This design comes from an exercise in tuning for small area on the open sky130 flow, not from production work. Only simulation tests tie the RTL to the original design; equivalence was not proved. Power figures rest on the tool's default switching activity, not on a simulated workload.

## flow/design.v (module list and top-level ports; edited modules follow where they fit)
// module firFa: 10 lines
// module firHa: 9 lines
// module firHold: 9 lines
// module eegFirFilter: 1310 lines
module eegFirFilter (
    input logic clk,
    input logic reset,
    input logic [12:0] sampleIn,
    output logic [30:0] filterOut
);
  // ...
==> flow/flow/run.sh <==
#!/bin/bash
# Layout flow: the standard ORFS flow, with the port buffers made from the
# smallest buffer cell (every input and output port still gets its own buffer).
set -euo pipefail
bash standard.sh "BUFFER_PORTS_ARGS=-buffer_cell sky130_fd_sc_hd__buf_1" finish > standard_flow.log 2>&1
==> flow/standard.sh <==
#!/bin/bash
# synth_recipe.tcl (not shown) runs the flow's synth.tcl, then flattens the netlist and writes it again
# the make line also repeats each setting of config.mk as NAME=value (left out here)
make -C /OpenROAD-flow-scripts/flow DESIGN_CONFIG=/design/flow/config.mk WORK_HOME=/design/flow/orfs CLKGATE_MAP_FILE= SYNTH_SCRIPT=/design/flow/synth_recipe.tcl "${@:-finish}"
==> flow/config.mk <==
export PLATFORM = sky130hd
export DESIGN_NAME = eegFirFilter
export DESIGN_NICKNAME = eegFirFilter
export VERILOG_FILES = /design/flow/design.v
export SDC_FILE = /design/flow/constraint.sdc
export NUM_CORES = 4
export LEC_CHECK = 0
export ABC_AREA = 0
export CAP_MARGIN = 20
export CORE_MARGIN = 2
export CORE_UTILIZATION = 75
export CTS_BUF_LIST = sky130_fd_sc_hd__clkbuf_8
export CTS_CLUSTER_DIAMETER = 60
export CTS_CLUSTER_SIZE = 14
export PLACE_DENSITY = 0.85
export SETUP_SLACK_MARGIN = 0.15
export SLEW_MARGIN = 20
export SYNTH_HIERARCHICAL = 1
export SYNTH_MINIMUM_KEEP_SIZE = 0
==> flow/constraint.sdc <==
create_clock -name core_clock -period 6.0 [get_ports {clk}]
set_input_delay 1.2000 -clock core_clock [delete_from_list [all_inputs] [get_ports {clk}]]
set_output_delay 1.2000 -clock core_clock [all_outputs]
set_load 0.01 [all_outputs]
==> results.yml, run 1 <==
sta:
  hold_viol: 0
  setup_viol: 0
  period_needed_ps: 5787
  worst_pin_slew_ps: 865.0
  setup_ws_ps: 213.2
synthesis:
  synth-simple-area-share: 0.005386
  yosys_warnings: 15
  ys.flop_type: "dfxtp_1"
  synthDistinctLibCells: 20
  yosysTopAreaCellShare: 0.4309
  syn-cell-area_mm2: 0.01673
  synthTopCellsByCount: "fa_1 (360), dfxtp_1 (316), a22o_1 (204)"
  yosys.area.top_type: "fa_1"
die:
  tap_cells: 280
  die_w_um: 153.3
pwr:
  power.group.top: "registers"
  pg_seq_mw: 2.29
detailed_routing:
  drt-met1-wl_um: 14340
  firstDrtPassIters: 5
  viasPerCell: 6.066
status:
  outcome: "timing/DRC/antenna clean"
grt:
  grt.met2_usage: 0.4477
  grt_usage: 0.2992
  met3_usage: 0.09300
  grt_max_degree: 84
cts:
  post_cts_buffers: 1
  cts-root-buf: "clkbuf_8"
  cts_hold_buf: 0
critical_path:
  cpMostUsedCell: "fa_1"
  crit_chain: "ha_1 > fa_1 > fa_1 > fa_1 > fa_1 > fa_1 > fa_1 > fa_1 > fa_1 > fa_1 > inv_1 > fa_1 > inv_1 > fa_1"
  rrSetupSlack_ps: 210
flow_run:
  drv_cap: 0
layout:
  area_share_nonclk_buffers: 0.01423
place:
  dp.cells: 1439
==> run 2: changes to the inputs <==
--- a/flow/config.mk
+++ b/flow/config.mk
@@ -13,7 +13,6 @@
 export CTS_CLUSTER_DIAMETER = 60
 export CTS_CLUSTER_SIZE = 14
 export PLACE_DENSITY = 0.85
-export SETUP_SLACK_MARGIN = 0.15
 export SLEW_MARGIN = 20
 export SYNTH_HIERARCHICAL = 1
 export SYNTH_MINIMUM_KEEP_SIZE = 0
==> results.yml, run 2 <==
status:
  outcome: "timing/DRC/antenna clean"
pwr:
  powerDensity_mw_per_mm2: 251.6
  seq_power_share: 0.516
  pwr-share-clk: 0.241
  vdd_drop_max_uv: 223.9
  p_leak_nw: 7.851
  power.switching_mw: 1.326
  p_comb_frac: 0.243
  p_int_mw: 3.102
  swShare: 0.2995
critical_path:
  cp_num_buf_inv: 3
  cpLargestDelayFamily: "adder cells"
  worstSetupStartpoint: "w7[0]"
  cp.depth: 14
  arrival_ps: 6290
  worstPathMaxFanout: 3
  start_kind: "flip-flop"
  endpoint_kind: "flip-flop"
  ff2ff_path_depth: 14
  rrSetupSlack_ps: 150
  r2r_end: "r2_35"
  worstSetupEndpoint: "r2_35"
  crit_type: "flip-flop to flip-flop"
  cpMostUsedCell: "fa_1"
  r2r-start: "w7[0]"
  critPathRequiredTime_ps: 6440
  slowest_stage: "fa_2"
  max_stage_delay_ps: 640
  crit_chain: "ha_1 > fa_1 > fa_2 > fa_2 > inv_1 > fa_1 > fa_2 > fa_1 > inv_1 > fa_2 > fa_1 > inv_1 > fa_1 > fa_1"
layout:
  antenna_cells: 0
  final_common_cell: "fa_1"
  nets: 1603
  n_fill_cell: 1184
  mostFrequentLayoutCells: "fa_1 (355), dfxtp_1 (316), a22o_1 (204)"
  multi_input_area_mm2: 0.009672
  area_delta_synth_final_pct: 5.214
  drive_gt1_frac: 0.04020
  register_area_mm2: 0.006326
sta:
  hold_viol: 0
  worst_pin_slew_ps: 865.0
  setup_ws_ps: 150.9
  fmax_mhz: 171.0
  skew_ps: 31.93
  max_slew_margin: 0.4155
  period_needed_ps: 5849
  min_period_over_period: 0.9748
  maxSlewViolCount: 0
  rsz0062_at_grt: "false"
  tns_ps: 0
  setup_viol: 0
synthesis:
  yosysMostFrequentCell: "fa_1"
  yosys_warnings: 15
  syn_nets: 1543
  ys.flop_type: "dfxtp_1"
  synthDistinctLibCells: 20
  syn-cell-area_mm2: 0.01673
  synth-seq-cells: 316
  synth_enable_flop_cells: 0
  async_reset_ff_frac: 0
  synth_area_per_cell_um2: 14.81
  yosysTopAreaCellShare: 0.4309
  synthTopCellsByCount: "fa_1 (360), dfxtp_1 (316), a22o_1 (204)"
  yosys.area.top_type: "fa_1"
  netlist_instances: 1129
  synth_area_leaders: "fa_1 (43%), dfxtp_1 (38%), a22o_1 (11%), inv_1 (3.7%), ha_1 (2.9%)"
  yosysSeqAreaShare: 0.3782
place:
  globalplace.congestion: 0.9734
  post-place-ws_ps: 0.2904
  dp_hpwl_um: 26870
  io_buffer_count: 45
hold_path:
  hp-class: "flip-flop to flip-flop"
detailed_routing:
  drtIter0Drc: 694
  firstDrtPassIters: 5
  viasPerCell: 6.047
  ant_nets: 0
  routed_wl_um: 33040
  drc: 0
  num_vias: 8913
  wire_per_inst_um: 22.41
cts:
  cts_tree: "built"
  clockBufferDepth: 3
  clk_pin_slew_ps: 90
  clk_latency_ps: 580
  h-tree-depth: 1
  cts_made_buffers: 27
  cts_sinks: 316
  cts-root-buf: "clkbuf_8"
grt:
  busiest_layer: "met1"
  grt_remaining_overflow: 0
  grt_max_degree: 84
  grt_usage: 0.2987
  use_met1: 0.4479
  antenna_found_initial: 0
  met3_usage: 0.09215
  grt_first_pass_wirelength_um: 53270
  grt.met2_usage: 0.4473
  grt_pass1_vias: 9680
die:
  die_area_mm2: 0.02351
  io_pins: 46
  die_height_um: 153.3
  die_w_um: 153.3
  std_cell_rows: 54
  start_util: 0.7664
  coreArea_mm2: 0.02182
flow_run:
  drv_cap: 0
[run 2: layout make-up]
| type | count | area share |
|---|---|---|
| clock buffers | 27 | 0.02112 |
| clock inverters | 7 | 0.002133 |
| inverters | 165 | 0.03519 |
| multi-input cells | 627 | 0.5496 |
| flip-flops and latches | 316 | 0.3595 |
| well taps | 280 | 0.01991 |
| repair buffers | 52 | 0.01258 |
[run 2: repair_timing]
action	in CTS	in global routing
pin swaps	0	1
resized for setup	1	4
endpoints found under the hold margin	0	0
setup endpoints to repair	1	4
setup buffers	0	1
hold buffers	0	0
[run 2: power by group through the flow]
stage                     combinational (mW)  clock [mW]  sequential [mW]
after global routing                    1.24        1.16             2.30
after global placement                  1.02           0             2.33
after detailed placement                1.10           0             2.34
after floorplan                        0.880           0             2.32
after CTS                               1.10        1.10             2.29
final                                   1.08        1.07             2.29
[run 2: worst reg2reg max path, cell delays in order (launching register included)]
cell and delay, ps:
dfxtp_1 340, ha_1 210, fa_1 420, fa_2 400, fa_2 640, inv_1 70, fa_1 540, fa_2 490
fa_1 550, inv_1 80, fa_2 520, fa_1 520, inv_1 50, fa_1 420, fa_1 490
[run 2: through the flow]
step | util | instance area (um2) | hold slack (ps) | instances | power, mW
floorplan | - | 16730 | 309.6 | 1129 | 3.205
global placement | 0.7867 | 17170 | 309.8 | 1439 | 3.349
detailed placement | 0.7867 | 17170 | 314.3 | 1439 | 3.443
CTS | 0.8056 | 17580 | 311.6 | 1473 | 4.488
global route | 0.8064 | 17600 | 325.5 | 1474 | 4.706
finish | 0.8064 | 17600 | 311.0 | 1474 | 4.428
[run 2: metal layers]
metal,vias up,part of all wire
met5,-,0
met4,0,0.018
met3,48,0.093
met2,305,0.46
met1,4738,0.43
li1,3822,-
[run 2: Yosys stat by module (local to each module, per instance)]
module        flip-flops and latches  times used  cells
eegFirFilter                     316           1    546
firFa                              0         360      1
firHa                              0          19      1
firHold                            0         204      1
[run 2: logic make-up (layout without fill, tap and decap cells)]
logic type,count (synthesis),in the layout,synth area share
DFF,316,316,0.3782
xor gates and xnor gates,4,4,0.002094
adders and majority gates,399,399,0.4601
and+or+nand+nor,17,17,0.005387
AOI/OAI and AO/OA,207,207,0.1082
buffers and inverters,186,251,0.04608
[run 2: worst min path at each step]
stage          startpoint     end  slack, ps  cells past startpoint
2_1_floorplan      d1[10]  d2[10]        310                      0
3_3_place_gp        r2_23   r3_24        310                      0
3_5_place_dp        d1[8]   d2[8]        310                      0
4_1_cts             r2_27   r3_28        310                      0
5_1_grt             r2_27   r3_28        330                      0
6_report            r2_27   r3_28        310                      0
==> run 3: changes to the inputs <==
--- a/flow/config.mk
+++ b/flow/config.mk
@@ -13,6 +13,7 @@
 export CTS_CLUSTER_DIAMETER = 60
 export CTS_CLUSTER_SIZE = 14
 export PLACE_DENSITY = 0.85
+export SETUP_SLACK_MARGIN = 0.05
 export SLEW_MARGIN = 20
 export SYNTH_HIERARCHICAL = 1
 export SYNTH_MINIMUM_KEEP_SIZE = 0
==> results.yml, run 3 <==
detailed_routing:
  drc: 0
  viasPerCell: 6.070
  wire_per_inst_um: 22.46
  num_vias: 8947
  routed_wl_um: 33100
  firstDrtPassIters: 5
  drtIter0Drc: 704
  ant_nets: 0
place:
  globalplace.congestion: 0.9734
  placed_area_mm2: 0.01717
  post-place-ws_ps: 0.2904
  dp.cells: 1439
  io_buffer_count: 45
  dp_hpwl_um: 26870
sta:
  tns_ps: 0
  period_needed_ps: 5819
  setup_viol: 0
  setup_ws_ps: 181.2
  fmax_mhz: 171.9
  maxSlewViolCount: 0
  rsz0062_at_grt: "true"
  worst_pin_slew_ps: 872.9
  min_period_over_period: 0.9698
  skew_ps: 33.76
  hold_viol: 0
  max_slew_margin: 0.4101
critical_path:
  worstPathMaxFanout: 3
  r2r-start: "w7[0]"
  slowest_stage: "fa_2"
  ff2ff_path_depth: 14
  crit_chain: "ha_1 > fa_1 > fa_2 > fa_2 > inv_1 > fa_1 > fa_2 > fa_1 > inv_1 > fa_2 > fa_1 > inv_1 > fa_1 > fa_1"
  critPathRequiredTime_ps: 6440
  endpoint_kind: "flip-flop"
  rrSetupSlack_ps: 180
  start_kind: "flip-flop"
  crit_type: "flip-flop to flip-flop"
  r2r_end: "r2_35"
  arrival_ps: 6260
  max_stage_delay_ps: 640
  cpMostUsedCell: "fa_1"
synthesis:
  syn_nets: 1543
  ys.flop_type: "dfxtp_1"
  yosysTopAreaCellShare: 0.4309
  synth_enable_flop_cells: 0
  synth_area_per_cell_um2: 14.81
  yosys.area.top_type: "fa_1"
  syn-cell-area_mm2: 0.01673
  yosysSeqAreaShare: 0.3782
  synthDistinctLibCells: 20
  async_reset_ff_frac: 0
  synth_area_leaders: "fa_1 (43%), dfxtp_1 (38%), a22o_1 (11%), inv_1 (3.7%), ha_1 (2.9%)"
  yosys_warnings: 15
  synth-seq-cells: 316
  synthTopCellsByCount: "fa_1 (360), dfxtp_1 (316), a22o_1 (204)"
  netlist_instances: 1129
  yosysMostFrequentCell: "fa_1"
layout:
  n_fill_cell: 1185
  antenna_cells: 0
  design_area_mm2: 0.01760
  mostFrequentLayoutCells: "fa_1 (354), dfxtp_1 (316), a22o_1 (204)"
  nets: 1603
  final_common_cell: "fa_1"
  instances_no_fill: 1474
  fin_util: 0.8065
  area_delta_synth_final_pct: 5.229
  drive_gt1_frac: 0.04104
pwr:
  vdd_drop_max_uv: 223.9
  powerDensity_mw_per_mm2: 251.6
  p_leak_nw: 7.850
hold_path:
  hold_path_depth: 0
  min-delay-start: "r2_27"
  hold_end: "r3_28"
  hp-class: "flip-flop to flip-flop"
grt:
  grt_remaining_overflow: 0
  met3_usage: 0.09215
  grt_usage: 0.2987
  use_met1: 0.4479
  grt_max_degree: 84
  grt.met2_usage: 0.4473
  antenna_found_initial: 0
  grt_first_pass_wirelength_um: 53270
  grt_pass1_vias: 9680
  busiest_layer: "met1"
flow_run:
  drv_cap: 0
die:
  io_pins: 46
  std_cell_rows: 54
  coreArea_mm2: 0.02182
  die_height_um: 153.3
  die_area_mm2: 0.02351
  start_util: 0.7664
  die_w_um: 153.3
cts:
  cts_sinks: 316
  cts_made_buffers: 27
  clockBufferDepth: 3
  cts-root-buf: "clkbuf_8"
  clk_pin_slew_ps: 90
  clk_latency_ps: 580
  cts_tree: "built"
  cts_hold_buf: 0
  h-tree-depth: 1
status:
  outcome: "timing/DRC/antenna clean"
==> run 3: changes by cell type in the layout (fill, tap and decap cells not counted) <==
cell,previous run,this run
fa_2,5,6
fa_1,355,354
==> run 3: kinds of logic after synthesis <==
logic type	synth area share
buffers and inverters	0.04608
adders and majority gates	0.4601
xor gates and xnor gates	0.002094
AOI/OAI and AO/OA	0.1082
DFF	0.3782
and+or+nand+nor	0.005387
==> run 3: metrics by stage <==
step                      hold slack, ps  power, mW
after CTS                          311.6      4.488
after global placement             309.8      3.349
final                              310.2      4.428
after global routing               325.5      4.706
after detailed placement           314.3      3.443
after floorplan                    309.6      3.205
==> run 3: per-module statistics from Yosys (local to each module, per instance) <==
module	cell area [um2]	times used	flops+latches	cells inside
eegFirFilter	7495	1	316	546
firFa	20.02	360	0	1
firHa	12.51	19	0	1
firHold	8.758	204	0	1
==> run 3: layout make-up <==
cell class / count / area, um2 / share of cell area
multi-input combinational: 627 / 9674 / 0.5497
sequential: 316 / 6326 / 0.3594
inverter: 165 / 619.3 / 0.03519
clock buffer: 27 / 371.6 / 0.02111
tap: 280 / 350.3 / 0.01990
timing repair buffer: 52 / 221.5 / 0.01258
clock inverter: 7 / 37.54 / 0.002133
==> run 3: worst max-delay path by stage <==
stage / from / end / slack [ps] / cells past startpoint
finish: w7[0] / r2_35 / 180 / 14
global placement: w7[0] / r2_35 / 30 / 14
CTS: w7[0] / r2_35 / 90 / 14
floorplan: w7[0] / r2_35 / 560 / 14
global route: w7[0] / r2_35 / 40 / 14
detailed placement: w7[0] / r2_35 / 0.3 / 14
==> run 3: what timing repair did <==
item                       CTS  global route
resized for setup            2             4
setup endpoints to repair    1             5
setup buffers                0             1
pin swaps                    0             2
==> run 3: power breakdown <==
part / switching, mW / internal, mW / total (mW)
logic: 0.624 / 0.452 / 1.08
registers: 0.0478 / 2.24 / 2.29
clock network: 0.655 / 0.411 / 1.07
==> run 3: critical path, delay by kind of cell, from the launching register on <==
| kind | cells | cell delay, ps |
|---|---|---|
| flops | 1 | 340 |
| buf+inv | 3 | 240 |
| fa+ha+maj | 11 | 5120 |
==> run 3: routing by layer <==
layer	up-vias	part of all wire
li1	3818	-
met1	4763	0.43
met2	320	0.46
met3	46	0.092
met4	0	0.017
met5	-	0
==> run 4: changes to the inputs <==
--- a/flow/config.mk
+++ b/flow/config.mk
@@ -10,10 +10,9 @@
 export CORE_MARGIN = 2
 export CORE_UTILIZATION = 75
 export CTS_BUF_LIST = sky130_fd_sc_hd__clkbuf_8
-export CTS_CLUSTER_DIAMETER = 60
-export CTS_CLUSTER_SIZE = 14
-export PLACE_DENSITY = 0.85
-export SETUP_SLACK_MARGIN = 0.05
+export CTS_CLUSTER_DIAMETER = 70
+export CTS_CLUSTER_SIZE = 16
+export PLACE_DENSITY = 0.75
 export SLEW_MARGIN = 20
 export SYNTH_HIERARCHICAL = 1
 export SYNTH_MINIMUM_KEEP_SIZE = 0
==> results.yml, run 4 <==
synthesis:
  netlist_instances: 1129
  synth-seq-cells: 316
  yosysMostFrequentCell: "fa_1"
  ys.flop_type: "dfxtp_1"
  yosysTopAreaCellShare: 0.4309
  yosys_warnings: 15
  synthDistinctLibCells: 20
  yosys.area.top_type: "fa_1"
  synth_enable_flop_cells: 0
  yosysSeqAreaShare: 0.3782
  synth_area_leaders: "fa_1 (43%), dfxtp_1 (38%), a22o_1 (11%), inv_1 (3.7%), ha_1 (2.9%)"
  syn-cell-area_mm2: 0.01673
  async_reset_ff_frac: 0
  synth_area_per_cell_um2: 14.81
  synthTopCellsByCount: "fa_1 (360), dfxtp_1 (316), a22o_1 (204)"
  syn_nets: 1543
grt:
  use_met1: 0.4503
  grt_max_degree: 70
  busiest_layer: "met1"
  antenna_found_initial: 0
  met3_usage: 0.08563
  grt.met2_usage: 0.4233
  grt_remaining_overflow: 0
  grt_pass1_vias: 9280
  grt_usage: 0.2900
  grt_first_pass_wirelength_um: 51840
detailed_routing:
  drc: 0
  ant_nets: 0
  viasPerCell: 5.861
  wire_per_inst_um: 21.96
  firstDrtPassIters: 5
  routed_wl_um: 32240
  num_vias: 8604
  drtIter0Drc: 648
place:
  io_buffer_count: 45
  placed_area_mm2: 0.01717
  dp.cells: 1439
  globalplace.congestion: 0.9325
  post-place-ws_ps: 152.4
  dp_hpwl_um: 26630
cts:
  clk_latency_ps: 590
  cts_hold_buf: 0
  cts_sinks: 316
  h-tree-depth: 1
  clockBufferDepth: 3
  cts-root-buf: "clkbuf_8"
  clk_pin_slew_ps: 100
  cts_made_buffers: 24
  cts_tree: "built"
pwr:
  p_total_mw: 4.421
  vdd_drop_max_uv: 273.3
  p_int_mw: 3.077
  p_leak_nw: 7.829
  swShare: 0.3040
  seq_power_share: 0.517
  powerDensity_mw_per_mm2: 251.9
  p_comb_frac: 0.248
  power.switching_mw: 1.344
  pwr-share-clk: 0.235
sta:
  rsz0062_at_grt: "false"
  maxSlewViolCount: 0
  tns_ps: 0
  setup_viol: 0
  holdWs_ps: 332.5
  period_needed_ps: 5869
  max_slew_margin: 0.3376
  setup_ws_ps: 131.3
  worst_pin_slew_ps: 991.5
  skew_ps: 19.09
  fmax_mhz: 170.4
  min_period_over_period: 0.9781
  hold_viol: 0
layout:
  area_delta_synth_final_pct: 4.930
  instances_no_fill: 1468
  n_fill_cell: 1216
  nets: 1599
  drive_gt1_frac: 0.03451
  final_common_cell: "fa_1"
  mostFrequentLayoutCells: "fa_1 (358), dfxtp_1 (316), a22o_1 (204)"
  antenna_cells: 0
  fin_util: 0.8042
  design_area_mm2: 0.01755
status:
  outcome: "timing/DRC/antenna clean"
critical_path:
  slowest_stage: "fa_1"
  r2r-start: "w0[0]"
  start_kind: "flip-flop"
  rrSetupSlack_ps: 130
  r2r_end: "r2_51"
  crit_type: "flip-flop to flip-flop"
  endpoint_kind: "flip-flop"
  worstPathMaxFanout: 3
  crit_chain: "ha_1 > fa_1 > fa_1 > fa_1 > fa_1 > fa_1 > fa_1 > fa_1 > fa_1 > fa_1 > inv_1 > fa_1 > inv_1 > fa_1"
  max_stage_delay_ps: 690
  cpMostUsedCell: "fa_1"
  arrival_ps: 6340
  critPathRequiredTime_ps: 6470
  ff2ff_path_depth: 14
die:
  die_w_um: 153.3
  start_util: 0.7664
  coreArea_mm2: 0.02182
  std_cell_rows: 54
  die_area_mm2: 0.02351
  io_pins: 46
  die_height_um: 153.3
hold_path:
  hp-class: "flip-flop to flip-flop"
  min-delay-start: "r2_21"
  hold_path_depth: 0
  hold_end: "r3_22"
flow_run:
  drv_cap: 0
[run 4: worst max-delay path by stage]
stage / slack (ps) / from / to / depth (start not counted)
global placement: 180 / w7[0] / r2_35 / 14
global route: 20 / w7[0] / r2_35 / 14
CTS: 70 / w4[0] / r2_35 / 13
finish: 130 / w0[0] / r2_51 / 14
detailed placement: 150 / w4[0] / r2_35 / 13
floorplan: 560 / w7[0] / r2_35 / 14
[run 4: Yosys stat by module, one instance, submodules excluded]
| module | times used | cells inside | flops+latches |
|---|---|---|---|
| eegFirFilter | 1 | 546 | 316 |
| firHa | 19 | 1 | 0 |
| firHold | 204 | 1 | 0 |
| firFa | 360 | 1 | 0 |
[run 4: what timing repair did]
action | 4_1_cts | 5_1_grt
endpoints found under the setup margin | 0 | 1
setup buffers | 0 | 0
resized for setup | 0 | 2
[run 4: critical path: cells and delay by family, from the launching register on]
kind,cells,cell delay (ps)
adder cells (fa/ha/maj),12,5250
flip-flops,1,350
buffers and inverters,2,140
[run 4: kinds of logic (layout without fill, tap and decap cells)]
group	count (synthesis)	count (layout)	share of synthesized area
AOI/OAI and AO/OA	207	207	0.1082
xor gates and xnor gates	4	4	0.002094
adders and majority gates	399	399	0.4601
DFF	316	316	0.3782
and+or+nand+nor	17	17	0.005387
buffers and inverters	186	245	0.04608
[run 4: final cells by class]
type / count / area, um2 / share of cell area
Inverter: 165 / 619.3 / 0.03529
Sequential cell: 316 / 6326 / 0.3604
Timing Repair Buffer: 51 / 214.0 / 0.01219
Tap cell: 280 / 350.3 / 0.01996
Clock inverter: 5 / 46.29 / 0.002638
Clock buffer: 24 / 330.3 / 0.01882
Multi-Input combinational cell: 627 / 9664 / 0.5507
[run 4: per-layer routing]
| metal | routed length (um) | up-vias | part of all wire |
|---|---|---|---|
| met5 | 0 | - | 0 |
| met4 | 556 | 0 | 0.017 |
| met3 | 2597 | 39 | 0.081 |
| met2 | 14500 | 288 | 0.45 |
| met1 | 14590 | 4485 | 0.45 |
| li1 | - | 3792 | - |
[run 4: power groups by stage]
stage / clock, mW / sequential [mW] / combinational, mW
after floorplan: 0 / 2.32 / 0.880
after global routing: 1.13 / 2.30 / 1.27
after global placement: 0 / 2.33 / 1.06
after detailed placement: 0 / 2.34 / 1.11
after CTS: 1.06 / 2.29 / 1.12
final: 1.04 / 2.29 / 1.10
==> run 5: changes to the inputs <==
--- a/flow/config.mk
+++ b/flow/config.mk
@@ -12,7 +12,7 @@
 export CTS_BUF_LIST = sky130_fd_sc_hd__clkbuf_8
 export CTS_CLUSTER_DIAMETER = 70
 export CTS_CLUSTER_SIZE = 16
-export PLACE_DENSITY = 0.75
+export PLACE_DENSITY = 0.85
 export SLEW_MARGIN = 20
 export SYNTH_HIERARCHICAL = 1
 export SYNTH_MINIMUM_KEEP_SIZE = 0
==> results.yml, run 5 <==
pwr:
  vdd_drop_max_uv: 230.2
  p_leak_nw: 7.824
  powerDensity_mw_per_mm2: 250.1
cts:
  cts_made_buffers: 24
  cts-root-buf: "clkbuf_8"
  cts_sinks: 316
  post_cts_buffers: 0
  cts_tree: "built"
  clk_latency_ps: 590
  h-tree-depth: 1
  clk_pin_slew_ps: 90
  clockBufferDepth: 3
critical_path:
  start_kind: "flip-flop"
  critPathRequiredTime_ps: 6430
  worstPathMaxFanout: 3
  arrival_ps: 6290
  crit_type: "flip-flop to flip-flop"
  endpoint_kind: "flip-flop"
sta:
  worst_pin_slew_ps: 874.4
  tns_ps: 0
  maxSlewViolCount: 0
  max_slew_margin: 0.4091
  setup_ws_ps: 141.7
  holdWs_ps: 329.4
  rsz0062_at_grt: "false"
  min_period_over_period: 0.9764
  period_needed_ps: 5858
  hold_viol: 0
  skew_ps: 34.38
  fmax_mhz: 170.7
  setup_viol: 0
die:
  die_w_um: 153.3
  die_height_um: 153.3
  io_pins: 46
  start_util: 0.7664
  die_area_mm2: 0.02351
  coreArea_mm2: 0.02182
  std_cell_rows: 54
layout:
  area_delta_synth_final_pct: 4.960
  instances_no_fill: 1468
  n_fill_cell: 1200
  nets: 1599
  register_area_mm2: 0.006326
  mostFrequentLayoutCells: "fa_1 (355), dfxtp_1 (316), a22o_1 (204)"
  antenna_cells: 0
  multi_input_area_mm2: 0.009672
  final_common_cell: "fa_1"
  drive_gt1_frac: 0.03620
synthesis:
  netlist_instances: 1129
  synth_area_leaders: "fa_1 (43%), dfxtp_1 (38%), a22o_1 (11%), inv_1 (3.7%), ha_1 (2.9%)"
  syn_nets: 1543
  synth_area_per_cell_um2: 14.81
  synthTopCellsByCount: "fa_1 (360), dfxtp_1 (316), a22o_1 (204)"
  yosysSeqAreaShare: 0.3782
  yosysMostFrequentCell: "fa_1"
  yosys_warnings: 15
  async_reset_ff_frac: 0
  ys.flop_type: "dfxtp_1"
  syn-cell-area_mm2: 0.01673
  synthDistinctLibCells: 20
  synth_enable_flop_cells: 0
  yosysTopAreaCellShare: 0.4309
  yosys.area.top_type: "fa_1"
  synth-seq-cells: 316
detailed_routing:
  routed_wl_um: 32680
  wire_per_inst_um: 22.26
  viasPerCell: 6.082
  ant_nets: 0
  drc: 0
  firstDrtPassIters: 5
  drtIter0Drc: 769
  num_vias: 8929
grt:
  grt_pass1_vias: 9566
  grt_max_degree: 84
  grt_usage: 0.2948
  antenna_found_initial: 0
  met3_usage: 0.08251
  grt.met2_usage: 0.4401
  grt_remaining_overflow: 0
  grt_first_pass_wirelength_um: 52790
  busiest_layer: "met1"
  use_met1: 0.4552
hold_path:
  hp-class: "flip-flop to flip-flop"
place:
  globalplace.congestion: 0.9734
  post-place-ws_ps: 0.2904
  dp_hpwl_um: 26870
  io_buffer_count: 45
  dp.cells: 1439
flow_run:
  drv_cap: 0
status:
  outcome: "timing/DRC/antenna clean"
run 5: cell counts after synthesis:
No cell type changed its count.
run 5: metrics by stage:
stage | util | instance area (um2) | power (mW)
2_1_floorplan | - | 16730 | 3.205
3_3_place_gp | 0.7867 | 17170 | 3.349
3_5_place_dp | 0.7867 | 17170 | 3.443
4_1_cts | 0.8041 | 17550 | 4.448
5_1_grt | 0.8044 | 17560 | 4.662
6_report | 0.8044 | 17560 | 4.390
run 5: power by group:
part | internal (mW) | switching, mW
sequential | 2.24 | 0.0474
clock | 0.374 | 0.655
combinational | 0.452 | 0.623
total | 3.06 | 1.33
run 5: cell families (layout without fill, tap and decap cells):
| group | Yosys count | count (layout) | share of synthesized area |
|---|---|---|---|
| AO/OA/AOI/OAI | 207 | 207 | 0.1082 |
| XOR/XNOR | 4 | 4 | 0.002094 |
| adder cells (fa/ha/maj) | 399 | 399 | 0.4601 |
| buffers and inverters | 186 | 245 | 0.04608 |
| flip-flops | 316 | 316 | 0.3782 |
| AND/OR/NAND/NOR | 17 | 17 | 0.005387 |
run 5: path summary, 6_finish.rpt:
path | slack (ps) | to | depth (start not counted) | from
min | 330 | r3_28 | 0 | r2_27
max | 140 | r2_35 | 14 | w7[0]
max reg2reg | 140 | r2_35 | 14 | w7[0]
min reg2reg | 330 | r3_28 | 0 | r2_27
run 5: per-module statistics from Yosys, one instance, submodules excluded:
module	times used	cells	area (um2)
firHa	19	1	12.51
firHold	204	1	8.758
firFa	360	1	20.02
eegFirFilter	1	546	7495
run 5: area by class of cell:
class | instances | area share
Clock buffer | 24 | 0.01882
Clock inverter | 5 | 0.002494
Inverter | 165 | 0.03528
Timing Repair Buffer | 51 | 0.01219
Sequential cell | 316 | 0.3603
Tap cell | 280 | 0.01996
Multi-Input combinational cell | 627 | 0.5509
run 5: timing repair:
item                       in CTS  in global routing
resized for setup               2                  3
setup endpoints to repair       1                  1
hold buffers                    0                  0
run 5: critical path: stages, from the launching register on:
cell,delay (ps)
dfxtp_1,340
ha_1,210
fa_1,420
fa_2,410
fa_2,620
inv_1,80
fa_1,540
fa_2,490
fa_1,550
inv_1,80
fa_2,510
fa_1,520
inv_1,50
fa_1,420
fa_1,490
run 5: per-layer routing:
layer	part of all wire	vias to the layer above	routed length [um]
li1	-	3809	-
met1	0.44	4775	14330
met2	0.46	309	15010
met3	0.087	36	2859
met4	0.015	0	488
met5	0	-	0
==> run 6: changes to the inputs <==
--- a/flow/config.mk
+++ b/flow/config.mk
@@ -12,6 +12,7 @@
 export CTS_BUF_LIST = sky130_fd_sc_hd__clkbuf_8
 export CTS_CLUSTER_DIAMETER = 70
 export CTS_CLUSTER_SIZE = 16
+export GPL_TIMING_DRIVEN = 0
 export PLACE_DENSITY = 0.85
 export SLEW_MARGIN = 20
 export SYNTH_HIERARCHICAL = 1
==> results.yml, run 6 <==
critical_path:
  cp.depth: 14
  crit_type: "flip-flop to flip-flop"
  endpoint_kind: "flip-flop"
  cpLargestDelayFamily: "adder cells"
  arrival_ps: 6360
  cpMostUsedCell: "fa_1"
  max_stage_delay_ps: 600
  r2r-start: "w3[0]"
  r2r_end: "r2_51"
  cp_num_buf_inv: 2
  start_kind: "flip-flop"
  ff2ff_path_depth: 14
  critPathRequiredTime_ps: 6460
  crit_chain: "ha_1 > fa_1 > fa_1 > fa_1 > fa_1 > fa_1 > fa_1 > fa_2 > fa_1 > fa_1 > inv_1 > fa_1 > inv_1 > fa_1"
  slowest_stage: "fa_2"
  worstSetupStartpoint: "w3[0]"
  worstPathMaxFanout: 3
  rrSetupSlack_ps: 100
cts:
  cts_sinks: 316
  clk_pin_slew_ps: 100
  h-tree-depth: 1
  cts_tree: "built"
  cts_made_buffers: 24
  clockBufferDepth: 3
  clk_latency_ps: 590
  cts-root-buf: "clkbuf_8"
synthesis:
  yosysSeqAreaShare: 0.3782
  synthTopCellsByCount: "fa_1 (360), dfxtp_1 (316), a22o_1 (204)"
  synth_area_per_cell_um2: 14.81
  async_reset_ff_frac: 0
  synth_enable_flop_cells: 0
  ys.flop_type: "dfxtp_1"
  netlist_instances: 1129
  yosys.area.top_type: "fa_1"
  yosys_warnings: 15
  synth-seq-cells: 316
  syn_nets: 1543
  synthDistinctLibCells: 20
  yosysTopAreaCellShare: 0.4309
  synth_area_leaders: "fa_1 (43%), dfxtp_1 (38%), a22o_1 (11%), inv_1 (3.7%), ha_1 (2.9%)"
  yosysMostFrequentCell: "fa_1"
  syn-cell-area_mm2: 0.01673
detailed_routing:
  num_vias: 9133
  drtIter0Drc: 765
  routed_wl_um: 34150
  ant_nets: 0
  firstDrtPassIters: 5
  viasPerCell: 6.113
  wire_per_inst_um: 22.86
  drc: 0
layout:
  antenna_cells: 0
  drive_gt1_frac: 0.05848
  area_delta_synth_final_pct: 7.473
  final_common_cell: "fa_1"
  nets: 1626
  mostFrequentLayoutCells: "fa_1 (353), dfxtp_1 (316), a22o_1 (204)"
sta:
  period_needed_ps: 5899
  maxSlewViolCount: 0
  skew_ps: 21.40
  max_slew_margin: 0.5351
  fmax_mhz: 169.5
  worst_pin_slew_ps: 697.3
  min_period_over_period: 0.9832
  hold_viol: 0
  holdWs_ps: 334.3
  tns_ps: 0
  setup_viol: 0
die:
  start_util: 0.7664
  coreArea_mm2: 0.02182
  io_pins: 46
  die_height_um: 153.3
  die_w_um: 153.3
  std_cell_rows: 54
  die_area_mm2: 0.02351
hold_path:
  hp-class: "flip-flop to flip-flop"
  min-delay-start: "r2_25"
  hold_end: "r3_26"
  hold_path_depth: 0
pwr:
  p_comb_frac: 0.269
  vdd_drop_max_uv: 255.4
  pwr-share-clk: 0.229
  p_int_mw: 3.189
  swShare: 0.2994
  seq_power_share: 0.503
  powerDensity_mw_per_mm2: 253.2
  p_leak_nw: 8.018
  p_total_mw: 4.552
  power.switching_mw: 1.363
grt:
  antenna_found_initial: 0
  grt_usage: 0.3061
  grt_remaining_overflow: 0
  grt_first_pass_wirelength_um: 54650
  grt_pass1_vias: 10034
  grt_max_degree: 36
flow_run:
  drv_cap: 0
place:
  dp_hpwl_um: 27870
  globalplace.congestion: 0.9545
  io_buffer_count: 45
status:
  outcome: "timing/DRC/antenna clean"
run 6: cell counts after synthesis:
No cell type changed its count.
run 6: timing repair:
item / CTS / global route
endpoints found under the setup margin: 0 / 2
hold buffers: 0 / 0
gates resized for setup: 0 / 7
setup buffers: 0 / 0
run 6: cells by family after synthesis:
group / Yosys count / share of synthesized area
compound gates: 207 / 0.1082
xor+xnor: 4 / 0.002094
fa+ha+maj: 399 / 0.4601
buf+inv: 186 / 0.04608
flops: 316 / 0.3782
simple gates: 17 / 0.005387
run 6: layout make-up:
class                      count  area, um2
buffer                        21      151.4
clock buffer                  24      330.3
clock inverter                 4      45.04
fill                        1155       3847
inverter                     165      619.3
multi-input combinational    627       9677
sequential                   316       6326
tap                          280      350.3
timing repair buffer          57      476.7
run 6: how the worst max path moves through the flow:
stage                     slack, ps  endpoint
after floorplan                 560     r2_35
after global placement          160    w15[0]
after detailed placement         90     r2_51
after CTS                        60     r2_51
after global routing            -30     r2_51
final                           100     r2_51
run 6: layer usage:
layer | vias up | global-route usage | routed length [um]
met5 | - | 0 | 0
met4 | 0 | 0.07121 | 807
met3 | 60 | 0.07882 | 2834
met2 | 356 | 0.4705 | 16190
met1 | 4855 | 0.4533 | 14320
li1 | 3862 | - | -
run 6: per-module statistics from Yosys (local to each module, per instance):
module / flip-flops and latches / cells / copies in the design / cell area [um2]
eegFirFilter: 316 / 546 / 1 / 7495
firFa: 0 / 1 / 360 / 20.02
firHa: 0 / 1 / 19 / 12.51
firHold: 0 / 1 / 204 / 8.758
run 6: metrics by stage:
stage / setup slack, ps / utilization / cells / instance area (um2)
floorplan: 562.2 / - / 1129 / 16730
finish: 100.7 / 0.8237 / 1494 / 17980
global route: -32.64 / 0.8237 / 1494 / 17980
detailed placement: 90.15 / 0.8057 / 1466 / 17580
global placement: 157.4 / 0.7904 / 1454 / 17250
CTS: 63.48 / 0.8229 / 1494 / 17960
run 6: power groups by stage:
stage | clock, mW | combinational (mW) | sequential (mW)
2_1_floorplan | 0 | 0.880 | 2.32
3_3_place_gp | 0 | 1.13 | 2.33
3_5_place_dp | 0 | 1.25 | 2.34
4_1_cts | 1.06 | 1.25 | 2.29
5_1_grt | 1.13 | 1.40 | 2.30
6_report | 1.04 | 1.22 | 2.29
==> run 7: changes to the inputs <==
--- a/flow/config.mk
+++ b/flow/config.mk
@@ -8,12 +8,11 @@
 export ABC_AREA = 0
 export CAP_MARGIN = 20
 export CORE_MARGIN = 2
-export CORE_UTILIZATION = 75
+export CORE_UTILIZATION = 85
 export CTS_BUF_LIST = sky130_fd_sc_hd__clkbuf_8
 export CTS_CLUSTER_DIAMETER = 70
 export CTS_CLUSTER_SIZE = 16
-export GPL_TIMING_DRIVEN = 0
-export PLACE_DENSITY = 0.85
+export PLACE_DENSITY = 0.92
 export SLEW_MARGIN = 20
 export SYNTH_HIERARCHICAL = 1
 export SYNTH_MINIMUM_KEEP_SIZE = 0
==> results.yml, run 7 <==
status:
  outcome: "timing/DRC/antenna clean"
synthesis:
  synth_area_per_cell_um2: 14.81
  async_reset_ff_frac: 0
  yosysSeqAreaShare: 0.3782
  syn_nets: 1543
  netlist_instances: 1129
  yosysMostFrequentCell: "fa_1"
  synthDistinctLibCells: 20
  yosysTopAreaCellShare: 0.4309
  syn-cell-area_mm2: 0.01673
  yosys_warnings: 15
  synth_enable_flop_cells: 0
  ys.flop_type: "dfxtp_1"
  yosys.area.top_type: "fa_1"
  synth_area_leaders: "fa_1 (43%), dfxtp_1 (38%), a22o_1 (11%), inv_1 (3.7%), ha_1 (2.9%)"
  synthTopCellsByCount: "fa_1 (360), dfxtp_1 (316), a22o_1 (204)"
  synth-seq-cells: 316
layout:
  n_fill_cell: 690
  multi_input_area_mm2: 0.009712
  register_area_mm2: 0.006326
  antenna_cells: 0
  final_common_cell: "fa_1"
  mostFrequentLayoutCells: "fa_1 (339), dfxtp_1 (316), a22o_1 (204)"
  nets: 1599
  area_delta_synth_final_pct: 5.214
  drive_gt1_frac: 0.05135
grt:
  antenna_found_initial: 0
  grt_first_pass_wirelength_um: 64840
  grt_remaining_overflow: 0
  grt_max_degree: 86
  grt_usage: 0.4401
  grt_pass1_vias: 11174
cts:
  cts_made_buffers: 24
  h-tree-depth: 1
  cts_hold_buf: 0
  clockBufferDepth: 3
  clk_pin_slew_ps: 90
  cts-root-buf: "clkbuf_8"
  cts_tree: "built"
  clk_latency_ps: 620
  cts_sinks: 316
sta:
  max_slew_margin: 0.3051
  fmax_mhz: 167.7
  tns_ps: 0
  min_period_over_period: 0.9938
  setup_viol: 0
  skew_ps: 45.37
  period_needed_ps: 5963
  hold_viol: 0
  worst_pin_slew_ps: 1028
  maxSlewViolCount: 0
  holdWs_ps: 334.8
detailed_routing:
  firstDrtPassIters: 6
  num_vias: 9935
  ant_nets: 0
  drc: 0
  wire_per_inst_um: 29.60
  routed_wl_um: 43010
  drtIter0Drc: 1099
  viasPerCell: 6.838
die:
  die_w_um: 144.3
  die_height_um: 144.3
  coreArea_mm2: 0.01940
  start_util: 0.8622
  io_pins: 46
  std_cell_rows: 51
  die_area_mm2: 0.02082
place:
  io_buffer_count: 45
  dp_hpwl_um: 30770
  globalplace.congestion: 0.9762
critical_path:
  r2r-start: "w7[8]"
  endpoint_kind: "flip-flop"
  ff2ff_path_depth: 13
  r2r_end: "r3_80"
  worstSetupEndpoint: "r3_80"
  worstPathMaxFanout: 3
  rrSetupSlack_ps: 40
  arrival_ps: 6420
  start_kind: "flip-flop"
  critPathRequiredTime_ps: 6460
  worstSetupStartpoint: "w7[8]"
  crit_type: "flip-flop to flip-flop"
pwr:
  powerDensity_mw_per_mm2: 258.5
  vdd_drop_max_uv: 271.1
  p_leak_nw: 7.794
  p_total_mw: 4.549
hold_path:
  hold_path_depth: 0
  hp-class: "flip-flop to flip-flop"
flow_run:
  drv_cap: 0
## run 7: cell count changes in the layout (fill, tap and decap cells not counted), sizes merged
cell / delta
clkinv: +1
inv: -2
buf: -26
clkbuf: +1
## run 7: per-module statistics from Yosys, one instance, submodules excluded
module        area (um2)  flip-flops and latches
firFa              20.02                       0
eegFirFilter        7495                     316
firHa              12.51                       0
firHold            8.758                       0
## run 7: area by class of cell
class                      count  share of cell area
timing repair buffer          51             0.01216
clock buffer                  26             0.02033
inverter                     165             0.03519
sequential                   316              0.3595
clock inverter                 3            0.002133
tap                          265             0.01884
multi-input combinational    627              0.5519
## run 7: routing by layer
layer	track usage	part of all wire
met5	0	0
met1	0.5660	0.34
met3	0.1404	0.12
met4	0.1932	0.059
met2	0.7045	0.48
## run 7: worst min-delay path by stage
| stage | from | endpoint |
|---|---|---|
| 6_report | d1[9] | d2[9] |
| 5_1_grt | d1[9] | d2[9] |
| 4_1_cts | d1[10] | d2[10] |
| 3_5_place_dp | d1[10] | d2[10] |
| 3_3_place_gp | d1[11] | d2[11] |
| 2_1_floorplan | d1[10] | d2[10] |
## run 7: critical path: stages, from the launching register on
cell and delay, ps:
dfxtp_1 360, fa_1 600, inv_1 70, fa_1 510
fa_1 600, fa_1 550, fa_1 570, inv_1 80
fa_1 450, fa_1 400, fa_1 590, inv_1 80
fa_1 510, fa_1 420
## run 7: timing repair
action,4_1_cts,5_1_grt
setup endpoints to repair,1,8
setup buffers,0,0
resized for setup,1,20
pin swaps,0,1
## run 7: cells by family after synthesis
logic type	share of synthesized area
flops	0.3782
compound gates	0.1082
buf+inv	0.04608
simple gates	0.005387
xor+xnor	0.002094
fa+ha+maj	0.4601
## run 7: metrics by stage
step                  util  instance area, um2  setup WS [ps]  std cells
finish              0.9072               17600          37.45       1453
global route        0.9072               17600         -34.29       1453
CTS                 0.9046               17550          12.87       1453
detailed placement  0.8841               17150          37.97       1424
global placement    0.8841               17150          139.6       1424
floorplan                -               16730          562.2       1129
## run 7: power by group
part	total (mW)	switching, mW	internal, mW
combinational	1.17	0.684	0.482
sequential	2.29	0.0504	2.24
clock	1.09	0.695	0.398
==> run 8: changes to the inputs <==
--- a/flow/config.mk
+++ b/flow/config.mk
@@ -6,13 +6,13 @@
 export NUM_CORES = 4
 export LEC_CHECK = 0
 export ABC_AREA = 0
-export CAP_MARGIN = 20
+export CAP_MARGIN = 10
 export CORE_MARGIN = 2
-export CORE_UTILIZATION = 85
+export CORE_UTILIZATION = 75
 export CTS_BUF_LIST = sky130_fd_sc_hd__clkbuf_8
 export CTS_CLUSTER_DIAMETER = 70
 export CTS_CLUSTER_SIZE = 16
-export PLACE_DENSITY = 0.92
-export SLEW_MARGIN = 20
+export PLACE_DENSITY = 0.85
+export SLEW_MARGIN = 10
 export SYNTH_HIERARCHICAL = 1
 export SYNTH_MINIMUM_KEEP_SIZE = 0
==> results.yml, run 8 <==
grt:
  grt_max_degree: 84
  antenna_found_initial: 0
  grt_remaining_overflow: 0
  grt_first_pass_wirelength_um: 52790
  grt_pass1_vias: 9566
  grt_usage: 0.2948
critical_path:
  ff2ff_path_depth: 14
  worstSetupStartpoint: "w7[0]"
  cpMostUsedCell: "fa_1"
  worstPathMaxFanout: 3
  worstSetupEndpoint: "r2_35"
  crit_type: "flip-flop to flip-flop"
  crit_chain: "ha_1 > fa_1 > fa_2 > fa_2 > inv_1 > fa_1 > fa_2 > fa_1 > inv_1 > fa_2 > fa_1 > inv_1 > fa_1 > fa_1"
  rrSetupSlack_ps: 140
  critPathRequiredTime_ps: 6430
  start_kind: "flip-flop"
  r2r-start: "w7[0]"
  endpoint_kind: "flip-flop"
  r2r_end: "r2_35"
  max_stage_delay_ps: 620
  arrival_ps: 6290
  slowest_stage: "fa_2"
sta:
  max_slew_margin: 0.4091
  min_period_over_period: 0.9764
  maxSlewViolCount: 0
  hold_viol: 0
  worst_pin_slew_ps: 874.4
  rsz0062_at_grt: "false"
  setup_viol: 0
  fmax_mhz: 170.7
  tns_ps: 0
  skew_ps: 34.38
  period_needed_ps: 5858
cts:
  cts-root-buf: "clkbuf_8"
  cts_hold_buf: 0
  cts_tree: "built"
  cts_sinks: 316
  clk_pin_slew_ps: 90
  h-tree-depth: 1
  clk_latency_ps: 590
  cts_made_buffers: 24
  clockBufferDepth: 3
die:
  die_w_um: 153.3
  io_pins: 46
  start_util: 0.7664
  coreArea_mm2: 0.02182
  die_area_mm2: 0.02351
  std_cell_rows: 54
  die_height_um: 153.3
detailed_routing:
  routed_wl_um: 32680
  drc: 0
  drtIter0Drc: 769
  firstDrtPassIters: 5
  viasPerCell: 6.082
  num_vias: 8929
  wire_per_inst_um: 22.26
  ant_nets: 0
layout:
  n_fill_cell: 1200
  area_delta_synth_final_pct: 4.960
  register_area_mm2: 0.006326
  multi_input_area_mm2: 0.009672
  instances_no_fill: 1468
  mostFrequentLayoutCells: "fa_1 (355), dfxtp_1 (316), a22o_1 (204)"
  drive_gt1_frac: 0.03620
  antenna_cells: 0
  final_common_cell: "fa_1"
  nets: 1599
synthesis:
  netlist_instances: 1129
  yosysTopAreaCellShare: 0.4309
  synth_area_per_cell_um2: 14.81
  syn_nets: 1543
  ys.flop_type: "dfxtp_1"
  yosysMostFrequentCell: "fa_1"
  yosys_warnings: 15
  yosys.area.top_type: "fa_1"
  synth_enable_flop_cells: 0
  syn-cell-area_mm2: 0.01673
  synth_area_leaders: "fa_1 (43%), dfxtp_1 (38%), a22o_1 (11%), inv_1 (3.7%), ha_1 (2.9%)"
  synth-seq-cells: 316
  synthTopCellsByCount: "fa_1 (360), dfxtp_1 (316), a22o_1 (204)"
  async_reset_ff_frac: 0
  synthDistinctLibCells: 20
  yosysSeqAreaShare: 0.3782
place:
  dp_hpwl_um: 26870
  dp.cells: 1439
  io_buffer_count: 45
  globalplace.congestion: 0.9734
pwr:
  p_leak_nw: 7.824
  vdd_drop_max_uv: 230.2
  powerDensity_mw_per_mm2: 250.1
hold_path:
  hp-class: "flip-flop to flip-flop"
flow_run:
  drv_cap: 0
status:
  outcome: "timing/DRC/antenna clean"
==> run 8: cell types whose count changed in the layout (fill, tap and decap cells not counted), sizes merged <==
cell,delta
inv,+4
clkbuf,-2
clkinv,-2
==> run 8: cells by family after synthesis <==
family / Yosys count / synth area share
AND/OR/NAND/NOR: 17 / 0.005387
flip-flops: 316 / 0.3782
adder cells (fa/ha/maj): 399 / 0.4601
AO/OA/AOI/OAI: 207 / 0.1082
XOR/XNOR: 4 / 0.002094
buffers and inverters: 186 / 0.04608
==> run 8: Yosys stat by module (local to each module, per instance) <==
module / cells / cell area, um2 / times used / flops+latches
firHold: 1 / 8.758 / 204 / 0
eegFirFilter: 546 / 7495 / 1 / 316
firFa: 1 / 20.02 / 360 / 0
firHa: 1 / 12.51 / 19 / 0
==> run 8: area by class of cell <==
cell class / count / area share
clock inverter: 5 / 0.002494
tap: 280 / 0.01996
clock buffer: 24 / 0.01882
sequential: 316 / 0.3603
multi-input combinational: 627 / 0.5509
timing repair buffer: 51 / 0.01219
inverter: 165 / 0.03528
==> run 8: per-stage QoR <==
stage               worst slack, ps  hold WS, ps    util  area [um2]  power (mW)
finish                        141.7        329.4  0.8044       17560       4.390
global route                  46.73        337.4  0.8044       17560       4.662
CTS                           46.99        328.8  0.8041       17550       4.448
detailed placement           0.2904        314.3  0.7867       17170       3.443
global placement              31.50        309.8  0.7867       17170       3.349
floorplan                     562.2        309.6       -       16730       3.205
==> run 8: power breakdown <==
| part | internal [mW] | leakage [nW] | switching (mW) |
|---|---|---|---|
| registers | 2.24 | 2.57 | 0.0474 |
| clock network | 0.374 | 0.201 | 0.655 |
| logic | 0.452 | 5.06 | 0.623 |
==> run 8: critical path, delay by kind of cell (launching register included) <==
| family | cells | cell delay (ps) |
|---|---|---|
| fa+ha+maj | 11 | 5180 |
| buf+inv | 3 | 210 |
| flops | 1 | 340 |
==> run 8: worst min path at each step <==
stage	startpoint	endpoint	slack [ps]	cells after the start
after global placement	r2_23	r3_24	310	0
after detailed placement	d1[8]	d2[8]	310	0
final	r2_27	r3_28	330	0
after floorplan	d1[10]	d2[10]	310	0
after global routing	r2_27	r3_28	340	0
after CTS	r2_27	r3_28	330	0
==> run 8: per-layer routing <==
layer | part of all wire | wire length (um) | track usage | up-vias
li1 | - | - | - | 3809
met1 | 0.44 | 14330 | 0.4552 | 4775
met2 | 0.46 | 15010 | 0.4401 | 309
met3 | 0.087 | 2859 | 0.08251 | 36
met4 | 0.015 | 488 | 0.04631 | 0
met5 | 0 | 0 | 0 | -
==> run 8: timing repair <==
item / in CTS / in global routing
buffers inserted: 0 / 0
endpoints found under the setup margin: 1 / 1
resized for setup: 2 / 3

## separate check: timing with driven ports
Ports are ideal in the flow. The routed layouts listed here were re-timed in OpenROAD.
Step 1 (the two cells are an assumption about what drives the block):
set clk [get_ports {clk}]
set_driving_cell -lib_cell sky130_fd_sc_hd__clkbuf_16 $clk
set_driving_cell -lib_cell sky130_fd_sc_hd__buf_2 [delete_from_list [all_inputs] $clk]
Step 2 also shifts input and output timing later by t, the mid clock arrival at the registers, as if the neighbouring blocks saw the same clock.
Three values: no drivers, after step 1, after step 2; two values: the first two.
run | shift t [ns] | setup WS [ns] | latest minus earliest clock arrival (ns) | cell pins on the clock port's net
run 1 | 0.611 | 0.213 / 0.213 / 0.213 | 0.031 / 0.031 | 1
run 2 | 0.614 | 0.151 / 0.151 / 0.151 | 0.034 / 0.034 | 1
run 3 | 0.614 | 0.181 / 0.181 / 0.181 | 0.034 / 0.034 | 1
run 4 | 0.627 | 0.131 / 0.131 / 0.131 | 0.021 / 0.021 | 1
run 5 | 0.617 | 0.142 / 0.142 / 0.142 | 0.035 / 0.035 | 1
run 6 | 0.623 | 0.101 / 0.101 / 0.101 | 0.022 / 0.022 | 1
run 7 | 0.645 | 0.037 / 0.037 / 0.037 | 0.045 / 0.045 | 1
run 8 | 0.617 | 0.142 / 0.142 / 0.142 | 0.035 / 0.035 | 1
After both steps every run listed still meets setup and hold.
